Context: an optimization exercise on an open-source flow, tuned for a short achievable clock period and few clock cycles per item. The choices shown serve that exercise and are no tape-out recipe.
In this exercise RTL edits were held to simulation tests only and were not proved equivalent to the original.
No run shown here takes its clock network from TritonCTS; it comes from the design's own scripts or RTL.
The clock port is modelled as an ideal driver, which makes a skipped or thinned clock tree look cheaper than it is; a real chip needs a root buffer or a tree.
Power and IR drop assume default switching activity.

[flow/config.mk]
export PLATFORM = sky130hd
export DESIGN_NAME = exe_top
export DESIGN_NICKNAME = exe_top
export VERILOG_FILES = /design/flow/design.v
export SDC_FILE = /design/flow/constraint.sdc
export NUM_CORES = 4
export LEC_CHECK = 0
export ABC_CLOCK_PERIOD_IN_PS = 1500
export CAP_MARGIN = 20
export CORE_MARGIN = 2
export CORE_UTILIZATION = 40
export SETUP_SLACK_MARGIN = 4.9
export SLEW_MARGIN = 20
export TNS_END_PERCENT = 100
[flow/constraint.sdc]
create_clock -name core_clock -period 7.0 [get_ports {clk}]
set_input_delay 1.4000 -clock core_clock [delete_from_list [all_inputs] [get_ports {clk}]]
set_output_delay 1.4000 -clock core_clock [all_outputs]
set_load 0.01 [all_outputs]
[flow/design.v]
package exe_pkg;
        localparam int XLEN       = 32;
        localparam int REG_ADDR_W = 5;
        localparam logic [6:0] OPC_OP     = 7'b0110011;
        localparam logic [6:0] OPC_OP_IMM = 7'b0010011;
        localparam logic [6:0] OPC_BRANCH = 7'b1100011;
        localparam logic [6:0] OPC_LUI    = 7'b0110111;
        localparam logic [6:0] OPC_AUIPC  = 7'b0010111;
        localparam logic [2:0] ALU_ADD_SUB = 3'b000;
        localparam logic [2:0] ALU_SLL     = 3'b001;
        localparam logic [2:0] ALU_SLT     = 3'b010;
        localparam logic [2:0] ALU_SLTU    = 3'b011;
        localparam logic [2:0] ALU_XOR     = 3'b100;
        localparam logic [2:0] ALU_SRL_SRA = 3'b101;
        localparam logic [2:0] ALU_OR      = 3'b110;
        localparam logic [2:0] ALU_AND     = 3'b111;
        localparam logic [2:0] BR_BEQ  = 3'b000;
        localparam logic [2:0] BR_BNE  = 3'b001;
        localparam logic [2:0] BR_BLT  = 3'b100;
        localparam logic [2:0] BR_BGE  = 3'b101;
        localparam logic [2:0] BR_BLTU = 3'b110;
        localparam logic [2:0] BR_BGEU = 3'b111;
        localparam int C1 = 10;
        localparam int C2 = 21;
        typedef struct packed {
                logic [31:0]             instr;
                logic [XLEN-1:0]         pc;
                logic [XLEN-1:0]         rs1;
                logic [XLEN-1:0]         rs2;
        } raw_rec_t;
        typedef struct packed {
                logic                    is_alu;
                logic                    is_br;
                logic                    is_up;
                logic [2:0]              funct3;
                logic                    alt;      
                logic [REG_ADDR_W-1:0]   rd;
        } ctl_t;
        typedef struct packed {
                ctl_t                    ctl;
                logic                    sub;      
                logic                    rev;      
                logic [4:0]              shamt;    
                logic [XLEN-1:0]         x;        
                logic [XLEN-1:0]         yx;       
                logic [XLEN-1:0]         pa;       
                logic [XLEN-1:0]         pb;       
        } dec_rec_t;
        typedef struct packed {
                ctl_t                    ctl;
                logic [C1:0]             a_lo;     
                logic [C1:0]             p_lo;
                logic [31:C1]            x_hi;
                logic [31:C1]            yx_hi;
                logic [31:C1]            pa_hi;
                logic [31:C1]            pb_hi;
                logic [XLEN-1:0]         other;    
                logic                    fill;     
                logic [2:0]              sh_lo;    
                logic                    eq;
        } ex1_rec_t;
        typedef struct packed {
                ctl_t                    ctl;
                logic [C2:0]             a_lo;
                logic [C2:0]             p_lo;
                logic [31:C2]            x_hi;
                logic [31:C2]            yx_hi;
                logic [31:C2]            pa_hi;
                logic [31:C2]            pb_hi;
                logic [XLEN-1:0]         other;    
                logic                    eq;
        } ex2_rec_t;
        typedef struct packed {
                ctl_t                    ctl;
                logic [XLEN-1:0]         arith;    
                logic [XLEN-1:0]         other;
                logic                    eq;
                logic                    lt;
                logic                    ltu;
                logic [XLEN-1:0]         pcsum;    
        } ex3_rec_t;
        typedef struct packed {
                logic [REG_ADDR_W-1:0]   rd;
                logic                    wr;
                logic                    taken;
                logic                    is_br;
                logic [XLEN-1:0]         value;    
        } q_rec_t;
        typedef struct packed {
                logic [REG_ADDR_W-1:0]   rd;
                logic                    wr;
                logic [XLEN-1:0]         result;
                logic                    taken;
                logic [XLEN-1:0]         target;
        } out_rec_t;
endpackage
`timescale 1ns/100ps
module operand_decode (
        input  exe_pkg::raw_rec_t   raw_i,
        output exe_pkg::dec_rec_t   rec_o
);
        logic [6:0]                 opcode;
        logic [2:0]                 funct3;
        logic [exe_pkg::XLEN-1:0]   imm_i;
        logic [exe_pkg::XLEN-1:0]   imm_b;
        logic [exe_pkg::XLEN-1:0]   imm_u;
        logic [exe_pkg::XLEN-1:0]   y;
        logic                       is_op;
        logic                       is_op_imm;
        logic                       is_br;
        logic                       is_auipc;
        logic                       sub;
        assign opcode = raw_i.instr[6:0];
        assign funct3 = raw_i.instr[14:12];
        assign imm_i = {{20{raw_i.instr[31]}}, raw_i.instr[31:20]};
        assign imm_b = {{20{raw_i.instr[31]}}, raw_i.instr[7], raw_i.instr[30:25],
                        raw_i.instr[11:8], 1'b0};
        assign imm_u = {raw_i.instr[31:12], 12'd0};
        assign is_op     = (opcode == exe_pkg::OPC_OP);
        assign is_op_imm = (opcode == exe_pkg::OPC_OP_IMM);
        assign is_br     = (opcode == exe_pkg::OPC_BRANCH);
        assign is_auipc  = (opcode == exe_pkg::OPC_AUIPC);
        assign y   = is_op_imm ? imm_i : raw_i.rs2;
        assign sub = is_br | ((is_op | is_op_imm) &
                     ((is_op & raw_i.instr[30] & (funct3 == exe_pkg::ALU_ADD_SUB)) |
                      (funct3[2:1] == 2'b01)));
        always_comb begin
                rec_o.ctl.is_alu = is_op | is_op_imm;
                rec_o.ctl.is_br  = is_br;
                rec_o.ctl.is_up  = (opcode == exe_pkg::OPC_LUI) || is_auipc;
                rec_o.ctl.funct3 = funct3;
                rec_o.ctl.alt    = raw_i.instr[30] & (is_op |
                                   (is_op_imm & (funct3 == exe_pkg::ALU_SRL_SRA)));
                rec_o.ctl.rd     = raw_i.instr[11:7];
                rec_o.sub        = sub;
                rec_o.rev        = (is_op | is_op_imm) & (funct3 == exe_pkg::ALU_SLL);
                rec_o.x          = raw_i.rs1;
                rec_o.shamt      = y[4:0];
                rec_o.yx         = y ^ {32{sub}};
                rec_o.pa         = (is_br | is_auipc) ? raw_i.pc : 32'd0;
                rec_o.pb         = is_br ? imm_b : imm_u;
        end
endmodule
`timescale 1ns/100ps
module outcome_queue #(
        parameter int DEPTH = 4
) (
        input  logic                    clk,
        input  logic                    reset_n,
        input  logic                    wr_i,            
        input  exe_pkg::q_rec_t         wdata_i,
        input  logic                    res_ack_i,
        output logic                    res_req_o,
        output logic                    done_o,          
        output exe_pkg::out_rec_t       out_o
);
        localparam int AW = $clog2(DEPTH);
        localparam int W  = $bits(wdata_i);
        logic [W-1:0]       mem [DEPTH];
        logic [DEPTH-1:0]   full;
        logic [AW-1:0]      wp;
        logic [AW-1:0]      rp;
        logic               req_n;           
        logic               req_d;
        exe_pkg::q_rec_t    head;
        exe_pkg::out_rec_t  out_d;
        exe_pkg::out_rec_t  out_q;
        assign done_o = ~req_n & res_ack_i;
        assign req_d  = ~res_ack_i & (~req_n | full[rp]);
        always_ff @(posedge clk or negedge reset_n) begin
                if (!reset_n) begin
                        full      <= '0;
                        wp        <= '0;
                        rp        <= '0;
                        res_req_o <= 1'b0;
                        req_n     <= 1'b1;
                end else begin
                        for (int i = 0; i < DEPTH; i++) begin
                                if (wr_i && (wp == AW'(i))) begin
                                        full[i] <= 1'b1;
                                end else if (done_o && (rp == AW'(i))) begin
                                        full[i] <= 1'b0;
                                end
                        end
                        if (wr_i) begin
                                wp <= wp + 1'b1;
                        end
                        if (done_o) begin
                                rp <= rp + 1'b1;
                        end
                        res_req_o <= req_d;
                        req_n     <= ~req_d;
                end
        end
        always_ff @(posedge clk) begin
                for (int i = 0; i < DEPTH; i++) begin
                        if (wr_i && (wp == AW'(i))) begin
                                mem[i] <= wdata_i;
                        end
                end
        end
        assign head         = mem[rp];
        assign out_d.rd     = head.rd;
        assign out_d.wr     = head.wr;
        assign out_d.taken  = head.taken;
        assign out_d.result = head.is_br ? '0 : head.value;
        assign out_d.target = head.is_br ? head.value : '0;
        always_ff @(posedge clk) begin
                out_q <= out_d;
        end
        assign out_o = out_q;
endmodule
`timescale 1ns/100ps
module alu_stage1 (
        input  exe_pkg::dec_rec_t   rec_i,
        output exe_pkg::ex1_rec_t   rec_o
);
        localparam int C1 = exe_pkg::C1;
        logic [exe_pkg::XLEN-1:0]   x;
        logic [exe_pkg::XLEN-1:0]   xs;              
        logic [exe_pkg::XLEN-1:0]   y;
        logic [1:0]                 sh_hi;
        logic                       fill;
        logic                       is_shift;
        logic [exe_pkg::XLEN-1:0]   sh1;
        assign x        = rec_i.x;
        assign y        = rec_i.yx;          
        assign sh_hi    = rec_i.shamt[4:3];
        assign fill     = rec_i.ctl.alt & rec_i.ctl.funct3[2] & x[31];
        always_comb begin
                for (int i = 0; i < 32; i++) begin
                        xs[i] = rec_i.rev ? x[31-i] : x[i];
                end
        end
        assign is_shift = (rec_i.ctl.funct3[1:0] == 2'b01);
        always_comb begin
                case (sh_hi)
                        2'd0:    sh1 = xs;
                        2'd1:    sh1 = {{8{fill}}, xs[31:8]};
                        2'd2:    sh1 = {{16{fill}}, xs[31:16]};
                        default: sh1 = {{24{fill}}, xs[31:24]};
                endcase
        end
        always_comb begin
                rec_o.ctl   = rec_i.ctl;
                rec_o.a_lo  = {1'b0, x[C1-1:0]} + {1'b0, y[C1-1:0]} + {{C1{1'b0}}, rec_i.sub};
                rec_o.p_lo  = {1'b0, rec_i.pa[C1-1:0]} + {1'b0, rec_i.pb[C1-1:0]};
                rec_o.x_hi  = x[31:C1];
                rec_o.yx_hi = y[31:C1];
                rec_o.pa_hi = rec_i.pa[31:C1];
                rec_o.pb_hi = rec_i.pb[31:C1];
                if (is_shift) begin
                        rec_o.other = sh1;
                end else begin
                        case (rec_i.ctl.funct3)
                                exe_pkg::ALU_XOR: rec_o.other = x ^ y;
                                exe_pkg::ALU_OR:  rec_o.other = x | y;
                                default:          rec_o.other = x & y;
                        endcase
                end
                rec_o.fill  = fill;
                rec_o.sh_lo = rec_i.shamt[2:0];
                rec_o.eq    = &(x ^ y);
        end
endmodule
module alu_stage2 (
        input  exe_pkg::ex1_rec_t   rec_i,
        output exe_pkg::ex2_rec_t   rec_o
);
        localparam int C1 = exe_pkg::C1;
        localparam int C2 = exe_pkg::C2;
        logic                       is_shift;
        logic signed [32:0]         sr_in;
        logic signed [32:0]         sr_out;
        assign is_shift = (rec_i.ctl.funct3[1:0] == 2'b01);
        assign sr_in    = {rec_i.fill, rec_i.other};
        assign sr_out   = sr_in >>> rec_i.sh_lo;
        always_comb begin
                rec_o.ctl   = rec_i.ctl;
                rec_o.a_lo  = {{1'b0, rec_i.x_hi[C2-1:C1]} + {1'b0, rec_i.yx_hi[C2-1:C1]}
                               + {{(C2-C1){1'b0}}, rec_i.a_lo[C1]},
                               rec_i.a_lo[C1-1:0]};
                rec_o.p_lo  = {{1'b0, rec_i.pa_hi[C2-1:C1]} + {1'b0, rec_i.pb_hi[C2-1:C1]}
                               + {{(C2-C1){1'b0}}, rec_i.p_lo[C1]},
                               rec_i.p_lo[C1-1:0]};
                rec_o.x_hi  = rec_i.x_hi[31:C2];
                rec_o.yx_hi = rec_i.yx_hi[31:C2];
                rec_o.pa_hi = rec_i.pa_hi[31:C2];
                rec_o.pb_hi = rec_i.pb_hi[31:C2];
                rec_o.other = is_shift ? sr_out[31:0] : rec_i.other;
                rec_o.eq    = rec_i.eq;
        end
endmodule
module alu_stage3 (
        input  exe_pkg::ex2_rec_t   rec_i,
        output exe_pkg::ex3_rec_t   rec_o
);
        localparam int C2 = exe_pkg::C2;
        logic [32-C2:0]             a_hi;
        logic [32-C2:0]             p_hi;
        assign a_hi = {1'b0, rec_i.x_hi} + {1'b0, rec_i.yx_hi} + {{(32-C2){1'b0}}, rec_i.a_lo[C2]};
        assign p_hi = {1'b0, rec_i.pa_hi} + {1'b0, rec_i.pb_hi} + {{(32-C2){1'b0}}, rec_i.p_lo[C2]};
        always_comb begin
                rec_o.ctl   = rec_i.ctl;
                rec_o.arith = {a_hi[31-C2:0], rec_i.a_lo[C2-1:0]};
                rec_o.pcsum = {p_hi[31-C2:0], rec_i.p_lo[C2-1:0]};
                rec_o.other = rec_i.other;
                rec_o.eq    = rec_i.eq;
                rec_o.ltu   = ~a_hi[32-C2];
                rec_o.lt    = (rec_i.x_hi[31] == rec_i.yx_hi[31]) ? rec_i.x_hi[31]
                                                                  : a_hi[31-C2];
        end
endmodule
module alu_select (
        input  exe_pkg::ex3_rec_t   rec_i,
        output exe_pkg::q_rec_t     rec_o
);
        logic [exe_pkg::XLEN-1:0]   other_rev;
        logic [exe_pkg::XLEN-1:0]   alu_out;
        logic                       br_taken;
        always_comb begin
                for (int i = 0; i < 32; i++) begin
                        other_rev[i] = rec_i.other[31-i];
                end
        end
        always_comb begin
                case (rec_i.ctl.funct3)
                        exe_pkg::ALU_ADD_SUB: alu_out = rec_i.arith;
                        exe_pkg::ALU_SLL:     alu_out = other_rev;
                        exe_pkg::ALU_SLT:     alu_out = {31'd0, rec_i.lt};
                        exe_pkg::ALU_SLTU:    alu_out = {31'd0, rec_i.ltu};
                        default:              alu_out = rec_i.other;
                endcase
        end
        always_comb begin
                case (rec_i.ctl.funct3)
                        exe_pkg::BR_BEQ:  br_taken = rec_i.eq;
                        exe_pkg::BR_BNE:  br_taken = ~rec_i.eq;
                        exe_pkg::BR_BLT:  br_taken = rec_i.lt;
                        exe_pkg::BR_BGE:  br_taken = ~rec_i.lt;
                        exe_pkg::BR_BLTU: br_taken = rec_i.ltu;
                        exe_pkg::BR_BGEU: br_taken = ~rec_i.ltu;
                        default:          br_taken = 1'b0;
                endcase
        end
        always_comb begin
                rec_o.wr     = rec_i.ctl.is_alu | rec_i.ctl.is_up;
                rec_o.rd     = (rec_i.ctl.is_alu | rec_i.ctl.is_up) ? rec_i.ctl.rd : '0;
                rec_o.taken  = rec_i.ctl.is_br & br_taken;
                rec_o.is_br  = rec_i.ctl.is_br;
                rec_o.value  = (rec_i.ctl.is_br | rec_i.ctl.is_up) ? rec_i.pcsum :
                               rec_i.ctl.is_alu ? alu_out : '0;
        end
endmodule
`timescale 1ns/100ps
module exe_top (
        input  logic                                clk,
        input  logic                                reset_n,
        input  logic                                in_req_i,
        output logic                                in_ack_o,
        input  logic [31:0]                         instr_i,
        input  logic [exe_pkg::XLEN-1:0]            pc_i,
        input  logic [exe_pkg::XLEN-1:0]            rs1_i,
        input  logic [exe_pkg::XLEN-1:0]            rs2_i,
        output logic                                res_req_o,
        input  logic                                res_ack_i,
        output logic [exe_pkg::REG_ADDR_W-1:0]      rd_addr_o,
        output logic                                write_rd_o,
        output logic [exe_pkg::XLEN-1:0]            result_o,
        output logic                                branch_taken_o,
        output logic [exe_pkg::XLEN-1:0]            branch_target_o
);
        localparam int QDEPTH = 4;
        logic                   v0, v1, v2, v3, v4;
        logic                   ack_n;           
        logic                   ack_d;
        logic                   accept;          
        logic                   done;            
        logic [2:0]             n_acc;           
        logic [2:0]             n_done;          
        logic [2:0]             cnt;             
        logic                   room;
        exe_pkg::raw_rec_t      raw_in;
        exe_pkg::raw_rec_t      s0;
        exe_pkg::dec_rec_t      dec_d, s1;
        exe_pkg::ex1_rec_t      ex1_d, s2;
        exe_pkg::ex2_rec_t      ex2_d, s3;
        exe_pkg::ex3_rec_t      ex3_d, s4;
        exe_pkg::q_rec_t        out_d;
        exe_pkg::out_rec_t      out_q;
        assign cnt    = n_acc - n_done;
        assign room   = (cnt != 3'(QDEPTH));
        assign accept = in_req_i & ack_n & room;
        assign ack_d  = in_req_i & (~ack_n | room);
        always_ff @(posedge clk or negedge reset_n) begin
                if (!reset_n) begin
                        in_ack_o <= 1'b0;
                        ack_n    <= 1'b1;
                        n_acc    <= '0;
                        n_done   <= '0;
                        v0       <= 1'b0;
                        v1       <= 1'b0;
                        v2       <= 1'b0;
                        v3       <= 1'b0;
                        v4       <= 1'b0;
                end else begin
                        in_ack_o <= ack_d;
                        ack_n    <= ~ack_d;
                        if (accept) begin
                                n_acc <= n_acc + 1'b1;
                        end
                        if (done) begin
                                n_done <= n_done + 1'b1;
                        end
                        v0       <= accept;
                        v1       <= v0;
                        v2       <= v1;
                        v3       <= v2;
                        v4       <= v3;
                end
        end
        assign raw_in.instr = instr_i;
        assign raw_in.pc    = pc_i;
        assign raw_in.rs1   = rs1_i;
        assign raw_in.rs2   = rs2_i;
        operand_decode u_decode (
                .raw_i (s0),
                .rec_o (dec_d)
        );
        alu_stage1 u_alu1 (
                .rec_i (s1),
                .rec_o (ex1_d)
        );
        alu_stage2 u_alu2 (
                .rec_i (s2),
                .rec_o (ex2_d)
        );
        alu_stage3 u_alu3 (
                .rec_i (s3),
                .rec_o (ex3_d)
        );
        always_ff @(posedge clk) begin
                s0 <= raw_in;
                s1 <= dec_d;
                s2 <= ex1_d;
                s3 <= ex2_d;
                s4 <= ex3_d;
        end
        alu_select u_sel (
                .rec_i (s4),
                .rec_o (out_d)
        );
        outcome_queue #(
                .DEPTH (QDEPTH)
        ) u_queue (
                .clk       (clk),
                .reset_n   (reset_n),
                .wr_i      (v4),
                .wdata_i   (out_d),
                .res_ack_i (res_ack_i),
                .res_req_o (res_req_o),
                .done_o    (done),
                .out_o     (out_q)
        );
        assign rd_addr_o       = out_q.rd;
        assign write_rd_o      = out_q.wr;
        assign result_o        = out_q.result;
        assign branch_taken_o  = out_q.taken;
        assign branch_target_o = out_q.target;
endmodule
[flow/flow/run.sh]
#!/bin/bash
# The standard layout (standard.sh: ORFS synthesis to final), except
# that the clock tree comes from flow/ctree.tcl, hooked into ORFS's CTS
# step through PRE_CTS_TCL: the clock port feeds four root inverters (inv_16), each
# root feeds a group of leaf inverters (clkinv_16), each leaf about 44
# flip-flops.
# Before that, flow/pull.tcl moves each register that drives an output
# port next to the port's buffer.
# standard.sh's own output goes to standard.log in this folder.
set -euo pipefail
here=$(pwd)
export PRE_CTS_TCL="$here/flow/pre_cts.tcl"
bash standard.sh > "$here/standard.log" 2>&1
[flow/flow/ctree.tcl]
# Two-level balanced clock tree: the clock port feeds NROOT root cells, each
# root feeds a group of leaf cells, each leaf feeds a compact group of
# about LEAF_SINKS flip-flop clock pins. With inverters at both levels the
# clock reaches the flip-flops uninverted. Groups are cut from the sinks
# sorted into vertical strips, then along each strip, so they hold equal counts.

proc ctree_center {it} {
  set b [[$it getInst] getBBox]
  return [list [expr {([$b xMin] + [$b xMax]) / 2}] [expr {([$b yMin] + [$b yMax]) / 2}]]
}

# split items (each {x y payload}) into n groups of nearly equal size, compact
proc ctree_split {items n} {
  set cnt [llength $items]
  if {$n <= 1} { return [list $items] }
  set ns [expr {max(1, int(round(sqrt($n))))}]
  set per_strip [expr {int(ceil(double($n) / $ns))}]
  set ns [expr {int(ceil(double($n) / $per_strip))}]
  set byx [lsort -integer -index 0 $items]
  set groups {}
  set done 0
  set gdone 0
  for {set s 0} {$s < $ns} {incr s} {
    set gin [expr {min($per_strip, $n - $gdone)}]
    set take [expr {int(round(double($cnt) * ($gdone + $gin) / $n)) - $done}]
    set strip [lrange $byx $done [expr {$done + $take - 1}]]
    set strip [lsort -integer -index 1 $strip]
    set sd 0
    for {set g 0} {$g < $gin} {incr g} {
      set t [expr {int(round(double($take) * ($g + 1) / $gin)) - $sd}]
      lappend groups [lrange $strip $sd [expr {$sd + $t - 1}]]
      incr sd $t
    }
    incr done $take
    incr gdone $gin
  }
  return $groups
}

proc ctree_centroid {items} {
  set sx 0; set sy 0
  foreach i $items { set sx [expr {$sx + [lindex $i 0]}]; set sy [expr {$sy + [lindex $i 1]}] }
  set n [llength $items]
  return [list [expr {$sx / $n}] [expr {$sy / $n}]]
}

proc ctree_pins {master} {
  set in ""; set out ""
  foreach mt [$master getMTerms] {
    if {[$mt getSigType] ne "SIGNAL"} continue
    if {[$mt getIoType] eq "INPUT"} { set in [$mt getName] }
    if {[$mt getIoType] eq "OUTPUT"} { set out [$mt getName] }
  }
  return [list $in $out]
}

proc ctree_build {clk_name buf_name nroot leaf_sinks {leaf_name ""}} {
  set db [ord::get_db]
  set block [ord::get_db_block]
  set master [$db findMaster $buf_name]
  if {$leaf_name eq ""} { set leaf_name $buf_name }
  set lmaster [$db findMaster $leaf_name]
  lassign [ctree_pins $master] rin rout
  lassign [ctree_pins $lmaster] lin lout
  set clk [$block findNet $clk_name]
  set sinks {}
  foreach it [$clk getITerms] {
    set c [ctree_center $it]
    lappend sinks [list [lindex $c 0] [lindex $c 1] $it]
  }
  set nleaf [expr {max($nroot, int(round(double([llength $sinks]) / $leaf_sinks)))}]
  # leaves per root as equal as possible: cut sinks into nroot regions first
  set regions [ctree_split $sinks $nroot]
  set li 0
  set ri 0
  foreach region $regions {
    set nl [expr {max(1, int(round(double([llength $region]) * $nleaf / [llength $sinks])))}]
    set leaves [ctree_split $region $nl]
    set leaf_pts {}
    foreach grp $leaves {
      lappend leaf_pts [concat [ctree_centroid $grp] [list $grp]]
    }
    set rc [ctree_centroid $leaf_pts]
    set root [odb::dbInst_create $block $master "clkroot_$ri"]
    $root setLocation [expr {int([lindex $rc 0])}] [expr {int([lindex $rc 1])}]
    $root setPlacementStatus PLACED
    set rnet [odb::dbNet_create $block "clknet_root_$ri"]
    $rnet setSigType CLOCK
    [$root findITerm $rin] connect $clk
    [$root findITerm $rout] connect $rnet
    foreach lp $leaf_pts {
      set leaf [odb::dbInst_create $block $lmaster "clkleaf_$li"]
      $leaf setLocation [expr {int([lindex $lp 0])}] [expr {int([lindex $lp 1])}]
      $leaf setPlacementStatus PLACED
      set lnet [odb::dbNet_create $block "clknet_leaf_$li"]
      $lnet setSigType CLOCK
      [$leaf findITerm $lin] connect $rnet
      [$leaf findITerm $lout] connect $lnet
      foreach s [lindex $lp 2] {
        set it [lindex $s 2]
        $it disconnect
        $it connect $lnet
      }
      incr li
    }
    incr ri
  }
  puts "ctree: [llength $sinks] sinks, $ri roots, $li leaves"
}
[flow/flow/pre_cts.tcl]
# Sourced by ORFS's cts.tcl (PRE_CTS_TCL) right after it loads the placed
# design. It replaces the clock_tree_synthesis call that cts.tcl makes
# later (after repair_clock_inverters) with: move the registers that drive
# output ports next to their port buffers (flow/pull.tcl), build a
# two-level balanced clock tree of inverters (flow/ctree.tcl) and set the
# clock as propagated. The rest of cts.tcl (legalisation, timing repair)
# runs as usual on this tree.

source [file join [file dirname [info script]] ctree.tcl]
source [file join [file dirname [info script]] pull.tcl]

proc clock_tree_synthesis { args } {
  puts "clock tree built by flow/ctree.tcl in place of clock_tree_synthesis $args"
  pull_output_flops
  ctree_build clk sky130_fd_sc_hd__inv_16 4 44 sky130_fd_sc_hd__clkinv_16
  set_propagated_clock [all_clocks]
}
[flow/flow/pull.tcl]
# Moves each flip-flop that drives an output port's buffer onto that
# buffer, so the register-to-port wire is short; the detailed placement
# that follows in cts.tcl makes the placement legal again.

proc pull_output_flops {} {
  set block [ord::get_db_block]
  set moved 0
  foreach bt [$block getBTerms] {
    if {[$bt getIoType] ne "OUTPUT"} continue
    set net [$bt getNet]
    if {$net eq "NULL"} continue
    set buf ""
    foreach it [$net getITerms] { if {[$it isOutputSignal]} { set buf [$it getInst] } }
    if {$buf eq ""} continue
    set drv ""
    foreach it [$buf getITerms] {
      if {[$it isInputSignal] && [$it getNet] ne "NULL"} {
        foreach jt [[$it getNet] getITerms] { if {[$jt isOutputSignal]} { set drv [$jt getInst] } }
      }
    }
    if {$drv eq "" || ![string match "sky130_fd_sc_hd__df*" [[$drv getMaster] getName]]} continue
    set loc [$buf getLocation]
    $drv setLocation [lindex $loc 0] [lindex $loc 1]
    incr moved
  }
  puts "pull_output_flops: moved $moved flip-flops to their output buffers"
}
[flow/standard.sh]
#!/bin/bash
# synth_recipe.tcl (not shown) runs the flow's synth.tcl, then flattens the netlist and writes it again
# the make line also repeats each setting of config.mk as NAME=value (left out here)
make -C /OpenROAD-flow-scripts/flow DESIGN_CONFIG=/design/flow/config.mk WORK_HOME=/design/flow/orfs CLKGATE_MAP_FILE= SYNTH_SCRIPT=/design/flow/synth_recipe.tcl "${@:-finish}"
==> results.sh, run 1 <==
export IMPL_maxCapViolations=0
export IMPL_cp_start_kind="register"
export IMPL_power_switching_uw=3337
export IMPL_yosys_warnings=8
export IMPL_grt_pass1_wl_um=112400
export IMPL_r2r_setup_slack_ns=4.92
export IMPL_hold_path_class="reg -> reg"
export IMPL_ant_nets=0
export IMPL_intPower_uw=7216
export IMPL_grt_pass1_vias=18100
export IMPL_syn_avg_cell_area_um2=12.43
export IMPL_die_w_um=282.4
export IMPL_crit_family="flip-flops"
export IMPL_crit_chain="buf_2"
export IMPL_drive_above_1_share_pct=12.11
export IMPL_synth_main_ff_cell="dfxtp_1"
export IMPL_clk_latency_ns=0.21
export IMPL_p_comb_share_pct=20.8
export IMPL_slew_headroom_pct=41.81
export IMPL_worst_slew_pin_slew_ns=0.8707
export IMPL_synthArstFlopShare_pct=2.478
export IMPL_synth_simple_gate_area_share_pct=6.688
export IMPL_p_clk_share_pct=18.5
export IMPL_initial_core_util_pct=40.21
export IMPL_maxSlewViolCount=0
export IMPL_final_cell_count_no_fill=3685
export IMPL_vias=18360
export IMPL_portBuffers=204
export IMPL_synth_top_family_by_area="compound AO/OA/AOI/OAI gates"
export IMPL_setup_violations_final=0
export IMPL_routed_wl_um=75930
export IMPL_drtIter0Drc=1412
export IMPL_grt_max_degree=84
export IMPL_cp_arrival_ns=0.71
export IMPL_synthCells=2493
export IMPL_crit_path_end_kind="output port"
export IMPL_wl_per_cell_um=20.61
export IMPL_ys_seq_area_share_pct=65.48
export IMPL_max_stage_delay_ns=0.37
export IMPL_die_h_um=282.4
export IMPL_fmax_mhz=474.8
export IMPL_hold_violations=0
export IMPL_dp_cells=3634
export IMPL_syn_nets=2761
export IMPL_syn_to_final_growth_pct=12.52
export IMPL_synth_distinct_cells=69
export IMPL_status="no timing/DRC/antenna violations"
export IMPL_synth_top_area_share_pct=48.11
export IMPL_core_area_um2=77080
export IMPL_vdd_ir_drop_max_mv=0.2243
export IMPL_critical_path_buf_inv_count=1
export IMPL_antenna_found_initial=1
export IMPL_mostFrequentLayoutCell="dfxtp_1"
export IMPL_required_ns=5.60
export IMPL_grt_overflow_total=0
export IMPL_hold_buffers=0
export IMPL_fin_crit_ns=2.106
export IMPL_synth_compound_area_share_pct=10.53
export IMPL_sequentialPowerShare_pct=60.6
export IMPL_rows=102
export IMPL_fin_nets=2913
export IMPL_fin_setup_tns_ns=0
export IMPL_synth_top_area_cell="dfxtp_1"
export IMPL_skew_ns=0.02874
export IMPL_path_clk_slew_ns=0.10
export IMPL_vias_per_cell=4.982
export IMPL_yosys_register_bits=928
export IMPL_drtPass1Iterations=6
export IMPL_worst_path_max_fanout=1
export IMPL_post_dp_hpwl_um=53650
export IMPL_synthXorXnorAreaFrac_pct=2.482
export IMPL_grt_util_all_layers_pct=18.38
export IMPL_drc_errors=0
export IMPL_synthTopCellsByArea="dfxtp_1 (48%), edfxtp_1 (15%), ha_1 (5.0%)"
export IMPL_synth_area_um2=31000
export IMPL_critical_path_class="reg -> out"
export IMPL_power_leakage_uw=0.01431
export IMPL_io_pins=205
export IMPL_rsz0062_at_grt="yes"
export IMPL_synthAdderAreaFrac_pct=5.756
export IMPL_place_gp_congestion=0.9093
export IMPL_dieArea_um2=79740
export IMPL_mostFrequentLayoutCells="dfxtp_1 (700), edfxtp_1 (160), nand2_1 (158)"
export IMPL_synth_edf_count=160
export IMPL_swShare_pct=31.62
export IMPL_fin_crit_sh_pct=30.09
export IMPL_cpMaxStageDelayCell="dfrtp_1"
export IMPL_powerDensity_nw_per_um2=302.5
export IMPL_synth_area_mux_share_pct=5.937
-- state kept, by name, summed over array words and instances, names as in the netlist, 2 cells and up --
| signal | flops |
|---|---|
| u_queue.mem | 160 |
| s2 | 158 |
| s1 | 146 |
| s3 | 132 |
| s0 | 128 |
| s4 | 110 |
| u_queue.out_q | 71 |
| u_queue.full | 4 |
| n_acc | 3 |
| n_done | 3 |
| u_queue.rp | 2 |
| u_queue.wp | 2 |
-- power by group through the flow --
stage | clock network (uW) | logic [uW] | registers, uW
6_report | 1960 | 2200 | 6400
5_1_grt | 2220 | 2430 | 6460
4_1_cts | 2040 | 2170 | 6410
3_5_place_dp | 0 | 2110 | 6510
3_3_place_gp | 0 | 2080 | 6500
2_1_floorplan | 0 | 1210 | 6430
-- area by class of cell --
| class | count | area (um2) |
|---|---|---|
| sequential | 928 | 20370 |
| antenna | 2 | 5.005 |
| multi-input combinational | 1333 | 10020 |
| fill | 7131 | 42200 |
| tap | 1040 | 1301 |
| inverter | 142 | 1132 |
| timing repair buffer | 240 | 2058 |
-- cell families (layout without fill, tap and decap cells) --
kind of cell	Yosys count	after routing
xor+xnor	87	87
compound gates	490	490
flops	928	928
fa+ha+maj	136	136
simple gates	448	451
other cells	0	2
mux	165	169
buf+inv	239	382
-- what timing repair did --
item / CTS / global route
endpoints found under the setup margin: 366 / 241
setup buffers: 11 / 7
cloned: 6 / 1
pin swaps: 6 / 13
resized for setup: 369 / 53
-- per-layer routing --
metal  up-vias  GRT usage (%)  part of all wire (%)
met5         -              0                     0
met4         0          3.297                   2.2
met3        69          1.388                   4.0
met2       438          31.27                    47
met1      8934          25.91                    47
li1       8916              -                     -
-- synth_stat cells (all sizes together), types with 4 or more instances --
library cell  number
ha               125
nand3             20
clkbuf            83
or2                4
a221oi            14
mux2i            107
mux2              48
a22oi             34
a21o              36
dfxtp            745
or4                6
mux4              10
inv              118
and3               5
o21ai            160
a222oi            45
nand4             13
a2bb2oi            4
buf               38
dfrtp             21
o31a               4
o221ai             4
nor3              19
nor4               4
o22ai             14
nor2b             24
nand2            161
nor2             127
a211oi            27
fa                11
xor2              21
and2              48
a31oi              9
o22a               8
xnor2             66
o2111ai            4
a21oi             96
edfxtp           160
nand2b            10
o21a              15
-- final timing paths --
kind | cells after the start | from | endpoint
setup reg to reg | 3 | s4[109]$_DFF_P_ | u_queue.mem[3][12]$_DFFE_PP_
setup / recovery | 1 | in_ack_o$_DFF_PN0_ | in_ack_o
hold reg to reg | 0 | s3[0]$_DFF_P_ | s4[34]$_DFF_P_
hold / removal | 0 | s3[0]$_DFF_P_ | s4[34]$_DFF_P_
max in group asynchronous | 1 | reset_n | u_queue.rp[1]$_DFFE_PN0P_
min in group asynchronous | 1 | reset_n | in_ack_o$_DFF_PN0_
-- per-stage QoR --
stage / cell area, um2 / setup WS, ns / hold WS (ns) / total power (uW) / util [%]
2_1_floorplan: 31020 / 4.915 / 0.3096 / 7643 / -
3_3_place_gp: 34000 / 4.062 / 0.3099 / 8578 / 44.10
3_5_place_dp: 34000 / 4.045 / 0.3121 / 8628 / 44.11
4_1_cts: 34670 / 4.838 / 0.3301 / 10620 / 44.97
5_1_grt: 34880 / 4.762 / 0.3361 / 11110 / 45.24
6_report: 34880 / 4.894 / 0.3259 / 10550 / 45.25
Testbench counts, summed over its fixed seeds: cycles 36,072, items 18,000.
==> run 2, diff against run 1 <==
--- a/flow/config.mk
+++ b/flow/config.mk
@@ -9,6 +9,6 @@
 export CAP_MARGIN = 20
 export CORE_MARGIN = 2
 export CORE_UTILIZATION = 40
-export SETUP_SLACK_MARGIN = 4.9
+export SETUP_SLACK_MARGIN = 5.0
 export SLEW_MARGIN = 20
 export TNS_END_PERCENT = 100
==> results.sh, run 2 <==
export IMPL_synthTopCellsByArea="dfxtp_1 (48%), edfxtp_1 (15%), ha_1 (5.0%)"
export IMPL_synth_top_area_share_pct=48.11
export IMPL_clk_latency_ns=0.22
export IMPL_synth_main_ff_cell="dfxtp_1"
export IMPL_grt_pass1_vias=18120
export IMPL_grt_pass1_wl_um=110000
export IMPL_largest_reg_flops=160
export IMPL_fin_crit_ns=2.107
export IMPL_io_pins=205
export IMPL_status="no timing/DRC/antenna violations"
export IMPL_fin_crit_sh_pct=30.10
export IMPL_vias=18300
export IMPL_regMostFlops="u_queue.mem"
export IMPL_wl_per_cell_um=20.12
export IMPL_synth_top_area_cell="dfxtp_1"
export IMPL_syn_to_final_growth_pct=14.83
export IMPL_worst_slew_pin_slew_ns=0.6472
export IMPL_powerDensity_nw_per_um2=301.3
export IMPL_vdd_ir_drop_max_mv=0.2013
export IMPL_place_gp_congestion=0.8585
export IMPL_power_total_uw=10730
export IMPL_mostFrequentLayoutCell="dfxtp_1"
export IMPL_crit_chain="buf_6"
export IMPL_yosys_register_bits=928
export IMPL_critical_path_class="reg -> out"
export IMPL_synth_area_um2=31000
export IMPL_crit_path_end_kind="output port"
export IMPL_setup_violations_final=0
export IMPL_yosysMostFrequentCell="dfxtp_1"
export IMPL_diodes=0
export IMPL_cpMaxStageDelayCell="dfrtp_1"
export IMPL_vias_per_cell=4.940
export IMPL_mostFrequentLayoutCells="dfxtp_1 (671), edfxtp_1 (160), nand2_1 (156)"
export IMPL_worst_path_max_fanout=1
export IMPL_hold_violations=0
export IMPL_ys_seq_area_share_pct=65.48
export IMPL_maxCapViolations=0
export IMPL_drtPass1Iterations=5
export IMPL_grt_util_all_layers_pct=18.00
export IMPL_synth_distinct_cells=69
export IMPL_critical_path_buf_inv_count=1
export IMPL_syn_nets=2761
export IMPL_syn_avg_cell_area_um2=12.43
export IMPL_required_ns=5.60
export IMPL_rows=102
export IMPL_drive_above_1_share_pct=15.02
export IMPL_core_area_um2=77080
export IMPL_portBuffers=204
export IMPL_holdCritStartpoint="s3[11]$_DFF_P_"
export IMPL_drc_errors=0
export IMPL_power_leakage_uw=0.01451
export IMPL_reg2reg_from="s3[120]$_DFF_P_"
export IMPL_rsz0062_at_grt="yes"
export IMPL_synth_edf_count=160
export IMPL_hold_path_class="reg -> reg"
export IMPL_fin_setup_tns_ns=0
export IMPL_cp_arrival_ns=0.71
export IMPL_yosys_warnings=8
export IMPL_fin_nets=2934
export IMPL_initial_core_util_pct=40.21
export IMPL_cp_start_kind="register"
export IMPL_maxSlewViolCount=0
export IMPL_die_h_um=282.4
export IMPL_netlist_top_cells_count="dfxtp_1 (745), nand2_1 (161), edfxtp_1 (160)"
export IMPL_path_clk_slew_ns=0.11
export IMPL_synthArstFlopShare_pct=2.478
export IMPL_die_w_um=282.4
export IMPL_reg_top3="u_queue.mem (160), s2 (158), s1 (146)"
export IMPL_synthCells=2493
export IMPL_hold_buffers=0
export IMPL_slew_headroom_pct=56.85
export IMPL_antenna_found_initial=1
export IMPL_r2r_setup_slack_ns=4.90
export IMPL_skew_ns=0.02505
export IMPL_fmax_mhz=474.7
export IMPL_max_stage_delay_ns=0.39
export IMPL_grt_max_degree=84
export IMPL_crit_family="flip-flops"
export IMPL_grt_overflow_total=0
export IMPL_fillCellCount=6973
export IMPL_post_dp_hpwl_um=52850
export IMPL_dieArea_um2=79740
export IMPL_routed_wl_um=74530
export IMPL_ant_nets=0
export IMPL_drtIter0Drc=1521
export IMPL_startpoint="in_ack_o$_DFF_PN0_"
[run 2: changes by cell type in the layout (fill, tap and decap cells not counted), moves of 5 or more]
cell / previous run / this run
o21ai_0: 155 / 142
o21ai_1: 4 / 17
dfxtp_1: 700 / 671
buf_6: 9 / 65
nor2_1: 121 / 116
dfxtp_2: 40 / 69
buf_2: 67 / 19
buf_4: 28 / 43
[run 2: through the flow]
stage	util (%)	area (um2)	cells	hold slack, ns	worst slack [ns]
2_1_floorplan	-	31040	2493	0.3096	4.952
3_3_place_gp	44.14	34020	3636	0.3106	4.373
3_5_place_dp	44.15	34030	3636	0.3121	4.318
4_1_cts	45.42	35010	3683	0.3304	4.859
5_1_grt	46.18	35600	3704	0.3353	4.823
6_report	46.18	35600	3704	0.3168	4.893
[run 2: final timing paths]
check	end	cells past startpoint
setup / recovery	in_ack_o	1
hold / removal	s4[45]$_DFF_P_	0
setup reg to reg	s4[33]$_DFF_P_	8
hold reg to reg	s4[45]$_DFF_P_	0
max in group asynchronous	u_queue.wp[1]$_DFFE_PN0P_	1
min in group asynchronous	u_queue.full[3]$_DFFE_PN0P_	1
[run 2: logic make-up (layout without fill, tap and decap cells)]
group | count (synthesis) | count (layout) | share of synthesized area, %
AO/OA/AOI/OAI | 490 | 490 | 10.53
XOR/XNOR | 87 | 87 | 2.482
adder cells (fa/ha/maj) | 136 | 136 | 5.756
buffers and inverters | 239 | 406 | 3.132
flip-flops | 928 | 928 | 65.48
multiplexers | 165 | 168 | 5.937
AND/OR/NAND/NOR | 448 | 449 | 6.688
[run 2: layer usage]
layer,up-vias,global-route usage [%],part of all wire [%]
met3,69,1.074,3.8
met2,466,30.08,47
li1,8972,-,-
met5,-,0,0
met1,8790,25.66,47
met4,0,4.124,2.6
[run 2: area by class of cell]
class	instances	area (um2)	share of cell area (%)
flip-flops and latches	928	20400	57.31
inverters	142	1144	3.213
repair buffers	264	2586	7.265
multi-input cells	1330	10160	28.55
well taps	1040	1301	3.656
[run 2: what timing repair did]
action                                 in CTS  in global routing
pin swaps                                  17                 22
gates resized for setup                   448                116
setup endpoints to repair                 339                254
buffers inserted                           19                 20
endpoints found under the hold margin       0                  0
gates cloned                                4                  1
[run 2: power breakdown]
group          internal, uW  switching, uW
clock network           261           1680
logic                  1010           1350
registers              6100            314

[separate check: timing with driven ports]
Ports are ideal in the flow. The routed layouts listed here were re-timed in OpenROAD. Step 1 assumes that a clkbuf_16 drives the clock port and a buf_2 every other input. Step 2 times the ports against the registers' clock, not the clock port: input delays grow and output delays shrink by t, the midpoint of the rising clock arrivals with the driver on. Three values: no drivers, after step 1, after step 2; two values: the first two.
| run | t (ns) | setup slack, ns | latest minus earliest clock arrival (ns) | worst register clock-pin slew, ns | worst slew at a driven data input, ns |
|---|---|---|---|---|---|
| run 1 | 0.428 | 4.894 / 4.663 / 4.691 | 0.031 / 0.033 | 0.13 / 0.13 | 0.05 |
| run 2 | 0.428 | 4.893 / 4.665 / 4.804 | 0.034 / 0.034 | 0.13 / 0.13 | 0.05 |
After both steps every run listed still meets setup and hold. The setup slack of run 1, which loses most, moves by -0.231 ns with the drivers and by -0.203 ns with both steps.
